This design comes from an exercise in tuning for small area on the open sky130 flow, not from production work.
The RTL was checked by simulation tests, not by an equivalence proof against the original design.
Power is estimated from default activity; no workload was simulated.

## flow/config.mk

```make
export PLATFORM = sky130hd
export DESIGN_NAME = reg_file_bypass
export DESIGN_NICKNAME = reg_file_bypass
export VERILOG_FILES = /design/flow/design.v
export SDC_FILE = /design/flow/constraint.sdc
export NUM_CORES = 4
export LEC_CHECK = 0
export CAP_MARGIN = 20
export CORE_MARGIN = 2
export CORE_UTILIZATION = 40
export SLEW_MARGIN = 20
export SYNTH_HIERARCHICAL = 1
export SYNTH_MINIMUM_KEEP_SIZE = 0
```

## flow/constraint.sdc

```tcl
create_clock -name core_clock -period 4.0 [get_ports {clk}]
set_input_delay 0.8000 -clock core_clock [delete_from_list [all_inputs] [get_ports {clk}]]
set_output_delay 0.8000 -clock core_clock [all_outputs]
set_load 0.01 [all_outputs]
```

## flow/design.v

```verilog
module rf_ao22 (
  input  logic a1, a2, b1, b2,
  output logic x
);
  assign x = (a1 & a2) | (b1 & b2);
endmodule
module rf_aoi222 (
  input  logic a1, a2, b1, b2, c1, c2,
  output logic y
);
  assign y = ~((a1 & a2) | (b1 & b2) | (c1 & c2));
endmodule
module rf_nand4 (
  input  logic a, b, c, d,
  output logic y
);
  assign y = ~(a & b & c & d);
endmodule
module rf_nand3 (
  input  logic a, b, c,
  output logic y
);
  assign y = ~(a & b & c);
endmodule
module rf_or3 (
  input  logic a, b, c,
  output logic x
);
  assign x = a | b | c;
endmodule
module rf_rdbit (
  input  logic [32:0] s,
  input  logic [32:0] d,
  output logic        x
);
  logic [10:0] y;
  logic [2:0]  p;
  for (genvar k = 0; k < 11; k++) begin : g_aoi
    rf_aoi222 u (.a1(s[3*k]), .a2(d[3*k]), .b1(s[3*k+1]), .b2(d[3*k+1]),
                 .c1(s[3*k+2]), .c2(d[3*k+2]), .y(y[k]));
  end
  rf_nand4 u_n0 (.a(y[0]), .b(y[1]), .c(y[2]),  .d(y[3]), .y(p[0]));
  rf_nand4 u_n1 (.a(y[4]), .b(y[5]), .c(y[6]),  .d(y[7]), .y(p[1]));
  rf_nand3 u_n2 (.a(y[8]), .b(y[9]), .c(y[10]),           .y(p[2]));
  rf_or3   u_o  (.a(p[0]), .b(p[1]), .c(p[2]), .x(x));
endmodule
module reg_file_bypass #(
  parameter int DATA_W   = 32,
  parameter int ADDR_W   = 5,
  parameter int ZERO_REG = 1,
  parameter int BYPASS   = 1
) (
  input  logic              clk,
  input  logic              reset,
  input  logic              REIn,
  input  logic [ADDR_W-1:0] A1In,
  input  logic [ADDR_W-1:0] A2In,
  input  logic [ADDR_W-1:0] A3In,
  input  logic [DATA_W-1:0] WD3In,
  input  logic              WE3,
  input  logic              PendSetIn,
  input  logic [ADDR_W-1:0] PendAIn,
  output logic [DATA_W-1:0] RD1Out,
  output logic [DATA_W-1:0] RD2Out,
  output logic              Busy1Out,
  output logic              Busy2Out
);
  localparam int DEPTH = 2 ** ADDR_W;
  logic [DATA_W-1:0] mem   [1:DEPTH-1];
  logic [DATA_W-1:0] mem_d [1:DEPTH-1];
  logic [DEPTH-1:1]  vld;
  logic [DEPTH-1:1]  pend;
  logic [DEPTH-1:1]  wsel;    
  logic [DEPTH-1:1]  whold;   
  logic [DEPTH-1:1]  psel;    
  logic [DEPTH-1:1]  pend_nx;
  logic [DEPTH-1:1]  s1, s2;  
  logic              hit1, hit2;
  logic              byp1, byp2, hold;
  logic [DATA_W-1:0] rd1_nx, rd2_nx;
  logic              b1_nx, b2_nx;
  always_comb begin
    hit1 = WE3 && (A3In == A1In);
    hit2 = WE3 && (A3In == A2In);
    for (int i = 1; i < DEPTH; i++) begin
      wsel[i]  = WE3 && (A3In == ADDR_W'(i));
      whold[i] = !(WE3 && (A3In == ADDR_W'(i)));
      psel[i]  = PendSetIn && (PendAIn == ADDR_W'(i));
      pend_nx[i] = psel[i] | (pend[i] & ~wsel[i]);
      s1[i] = REIn && (A1In == ADDR_W'(i)) && vld[i] && !hit1;
      s2[i] = REIn && (A2In == ADDR_W'(i)) && vld[i] && !hit2;
    end
    byp1 = REIn && hit1 && (A1In != '0);
    byp2 = REIn && hit2 && (A2In != '0);
    hold = !REIn;
    b1_nx = !REIn & Busy1Out;
    b2_nx = !REIn & Busy2Out;
    for (int i = 1; i < DEPTH; i++) begin
      b1_nx = b1_nx | (REIn && A1In == ADDR_W'(i) && pend_nx[i]);
      b2_nx = b2_nx | (REIn && A2In == ADDR_W'(i) && pend_nx[i]);
    end
  end
  for (genvar i = 1; i < DEPTH; i++) begin : g_row
    for (genvar b = 0; b < DATA_W; b++) begin : g_bit
      rf_ao22 u_w (.a1(wsel[i]), .a2(WD3In[b]), .b1(whold[i]), .b2(mem[i][b]),
                   .x(mem_d[i][b]));
    end
  end
  for (genvar b = 0; b < DATA_W; b++) begin : g_rd
    logic [32:0] t1s, t1d, t2s, t2d;
    for (genvar i = 1; i < DEPTH; i++) begin : g_t
      assign t1s[i-1] = s1[i];
      assign t1d[i-1] = mem[i][b];
      assign t2s[i-1] = s2[i];
      assign t2d[i-1] = mem[i][b];
    end
    assign t1s[31] = byp1;  assign t1d[31] = WD3In[b];
    assign t1s[32] = hold;  assign t1d[32] = RD1Out[b];
    assign t2s[31] = byp2;  assign t2d[31] = WD3In[b];
    assign t2s[32] = hold;  assign t2d[32] = RD2Out[b];
    rf_rdbit u_r1 (.s(t1s), .d(t1d), .x(rd1_nx[b]));
    rf_rdbit u_r2 (.s(t2s), .d(t2d), .x(rd2_nx[b]));
  end
  always_ff @(posedge clk) begin
    for (int i = 1; i < DEPTH; i++) mem[i] <= mem_d[i];
  end
  always_ff @(posedge clk or posedge reset) begin
    if (reset) begin
      vld  <= '0;
      pend <= '0;
    end else begin
      vld  <= vld | wsel;
      pend <= pend_nx;
    end
  end
  always_ff @(posedge clk or posedge reset) begin
    if (reset) begin
      RD1Out   <= '0;
      RD2Out   <= '0;
      Busy1Out <= 1'b0;
      Busy2Out <= 1'b0;
    end else begin
      RD1Out   <= rd1_nx;
      RD2Out   <= rd2_nx;
      Busy1Out <= b1_nx;
      Busy2Out <= b2_nx;
    end
  end
endmodule
```

## flow/run.sh

```bash
#!/bin/bash
# synth_recipe.tcl (not shown) runs the flow's synth.tcl, then flattens the netlist and writes it again
# the make line also repeats each setting of config.mk as NAME=value (left out here)
make -C /OpenROAD-flow-scripts/flow DESIGN_CONFIG=/design/flow/config.mk WORK_HOME=/design/flow/orfs CLKGATE_MAP_FILE= SYNTH_SCRIPT=/design/flow/synth_recipe.tcl finish
```

==> summary.txt <==
[power breakdown]
group	leakage [uW]	total, uW	internal (uW)	switching, uW
clock network	0.00203	11600	6820	4730
logic	0.0109	3500	1980	1520
registers	0.00988	15400	13400	1950
total	0.0228	30400	22200	8200
[per-stage QoR]
stage | util | hold WS (ns) | area [um2] | cells
final | 0.5040 | 0.4733 | 54630 | 5723
after global placement | 0.4661 | 0.4549 | 50520 | 5501
after global routing | 0.5039 | 0.4931 | 54620 | 5720
after floorplan | - | 0.4379 | 43550 | 3607
after detailed placement | 0.4661 | 0.4554 | 50520 | 5501
after CTS | 0.5039 | 0.4728 | 54620 | 5720
[Yosys stat by module (local to each module, per instance), excerpt]
module | flip-flops and latches | cells | area (um2) | times used
rf_ao22 | 0 | 1 | 8.758 | 992
reg_file_bypass | 1120 | 1655 | 26290 | 1
rf_or3 | 0 | 1 | 6.256 | 64
rf_aoi222 | 0 | 1 | 10.01 | 704
rf_nand3 | 0 | 1 | 5.005 | 64
rf_nand4 | 0 | 1 | 6.256 | 128
[path summary, 6_finish.rpt]
check                           cells after the start         end  startpoint  slack (ns)
worst min register to register                      1     vld[28]     vld[28]        0.47
max in group asynchronous                           3  RD2Out[27]       reset        2.61
worst max-delay path                               13  RD1Out[15]     A3In[2]        0.03
worst max register to register                      5  RD2Out[27]     vld[16]        1.52
worst min-delay path                                1     vld[28]     vld[28]        0.47
min in group asynchronous                           3    pend[19]       reset        0.66
[timing repair]
action                                  in CTS  in global routing
endpoints found under the setup margin       0                  2
gates resized for setup                      0                  2
hold endpoints to repair                     0                  0
[cell usage after synthesis, drive strengths merged, types with 3 or more instances]
cell type and number:
a211oi 4, a21o 4, a21oi 6, a222oi 704, a22o 994, a22oi 7
a31oi 4, a32oi 3, and2 3, and3 62, and4b 3, and4bb 4
buf 50, clkbuf 11, dfrtp 128, dfxtp 992, inv 43, nand2 73
nand2b 37, nand3 77, nand4 135, nand4b 6, nor2 52, nor2b 10
nor3 15, nor4 4, o2111ai 3, o211ai 4, o21ai 29, o22a 3
o22ai 10, or2 11, or3 67, or4 4, xnor2 3, xor2 9
[flip-flops by register name, indices dropped and copies added (netlist names)]
name	cells
mem	992
RD1Out	32
RD2Out	32
pend	31
vld	31
Busy1Out	1
Busy2Out	1
[per-layer routing]
metal	part of all wire	GRT usage
met1	0.37	0.4759
met2	0.40	0.4998
met3	0.15	0.1020
met4	0.075	0.2307
met5	0.00017	0
[cell type report]
class / instances / area share
diodes: 3 / 0.0001374
repair buffers: 541 / 0.09894
clock buffers: 182 / 0.06603
clock inverters: 37 / 0.008886
inverters: 43 / 0.003023
multi-input cells: 2383 / 0.3685
flip-flops and latches: 1120 / 0.4221
well taps: 1414 / 0.03238
[cell families (layout without fill, tap and decap cells)]
group / after synthesis / in the layout / synth area share
flip-flops: 1120 / 1120 / 0.5295
AO/OA/AOI/OAI: 1794 / 1794 / 0.3779
buffers and inverters: 104 / 803 / 0.01293
XOR/XNOR: 12 / 12 / 0.002414
AND/OR/NAND/NOR: 575 / 575 / 0.07679
multiplexers: 2 / 2 / 0.0004597
other: 0 / 3 / 0
==> impl_metrics.yaml <==
clock_network:
  ctsHtreeMaxLevel: 3
  clk_path_buf_depth: 3
  clkLatencyLatePin_ns: 0.73
  hold_buffers: 0
  cts-root-buf: "clkbuf_16"
  cts_buffers: 116
  cts_setup_buffers: 0
  clkTransAtPathRegs_ns: 0.06
  clock_sinks: 1120
  cts_tree: "yes"
synthesis:
  yosysTopAreaCell: "dfxtp_1"
  synth_top_area_frac: 0.4560
  synthCells: 3607
  syn_area_um2: 43550
  synth_area_leaders: "dfxtp_1 (46%), a22o_1 (20%), a222oi_1 (16%)"
  synth_edf_count: 0
  ys_warn_count: 10
  ys_ff_latch: 1120
  syn_area_per_cell_um2: 12.07
  async_reset_ff_frac: 0.1143
  yosysSeqAreaShare: 0.5295
  synth_flop_cell: "dfxtp_1"
  synth_cell_type_count: 83
  syn_nets: 3664
die:
  die_h_um: 334.0
  dieWidth_um: 334.0
  die_area_um2: 111500
  rows: 121
  floorplan.initialDensity: 0.4018
  ios: 123
  coreArea_um2: 108400
timing:
  fin_setup_tns_ns: 0
  max_slew_margin: 0.1830
  post-route-worst-setup-slack_ns: 0.03055
  finalCritPeriodShare: 0.9924
  final.setup_skew_ns: 0.03562
  finalHoldViolations: 0
  setup_viol: 0
  rsz0062_at_grt: "false"
  worst_pin_slew_ns: 1.223
  achievable-frequency_mhz: 251.9
  drv_slew: 0
  min_period_ns: 3.969
pwr:
  p_per_area_nw_per_um2: 557.1
  worst_ir_drop_vdd_mv: 0.3817
  leakage_uw: 0.02278
  total_power_uw: 30430
placed_design:
  preCtsSetupSlack_ns: -0.5153
  place_congestion: 1.040
  hpwl_mm: 130.0
  port_buffers: 122
critical_path:
  path_buf_inv: 4
  endpoint_kind: "flip-flop"
  max_stage_delay_ns: 0.52
  critPathTopFamily: "simple AND/OR/NAND/NOR gates"
  cp_max_fo: 12
  required_ns: 4.58
  cp-start-kind: "input pin"
  worstSetupPathType: "in2reg"
  cp_slowest_cell: "clkdlybuf4s50_1"
  path_cells: "clkdlybuf4s50_1 -> xor2_1 -> nor4_1 -> nand3_1 -> buf_4 -> nand3_1 -> nor3_1 -> and3_2 -> buf_12 -> buf_4 -> a222oi_1 -> nand4_1 -> or3_1"
  arrival_ns: 4.55
finish:
  area_delta_synth_final_pct: 25.45
  nets: 4262
  multi_input_area_um2: 20130
  seqCellArea_um2: 23060
  mostFrequentLayoutCell: "a22o_1"
  final_cell_mix: "a22o_1 (994), dfxtp_1 (992), a222oi_1 (704)"
  n_fill_cell: 9631
  drive_gt1_frac: 0.1714
detailed_routing:
  wire_per_inst_um: 36.31
  dr.first_iter.drc_count: 9690
  drc: 0
  dr_total_vias: 43810
  drt-total-wl_mm: 207.8
  via_per_inst: 7.654
  dr.pass1.iters: 17
  route.antenna.remaining_nets: 0
hold_path:
  hold_class: "reg2reg"
run:
  cap_violations: 0
grt:
  overflow: 0
  gr-usage-all-layers: 0.3560
  first_global_vias: 41720
  grt_max_degree: 129
  antenna_found_initial: 4
  grt_pass1_wl_mm: 296.1
status:
  status: "timing/DRC/antenna clean"

static timing again, ports no longer ideal:
In the flow no input, the clock included, has a driving cell. The finished layout below was timed again as built, in two steps.
Step 1 (the two cells are an assumption about what drives the block):
set clk [get_ports {clk}]
set_driving_cell -lib_cell sky130_fd_sc_hd__clkbuf_16 $clk
set_driving_cell -lib_cell sky130_fd_sc_hd__buf_2 [delete_from_list [all_inputs] $clk]
Step 2 moves the port delays by t, midway between the first and last clock arrival at a register: inputs arrive t later, outputs are due t later. That takes back most of the time a late clock gives input paths.
Slacks: ideal ports / drivers / drivers and shift; pairs: ideal ports / drivers.
shift t [ns]: 0.783
setup slack, ns: 0.031 / 0.083 / -0.700
worst register clock-pin slew, ns: 0.07 / 0.07
pins driven straight from the clock port: 1
Met with ideal ports but missed after step 2: setup timing in this run. For this run, drivers alone change the setup slack by +0.052 ns; drivers and shift together by -0.731 ns.
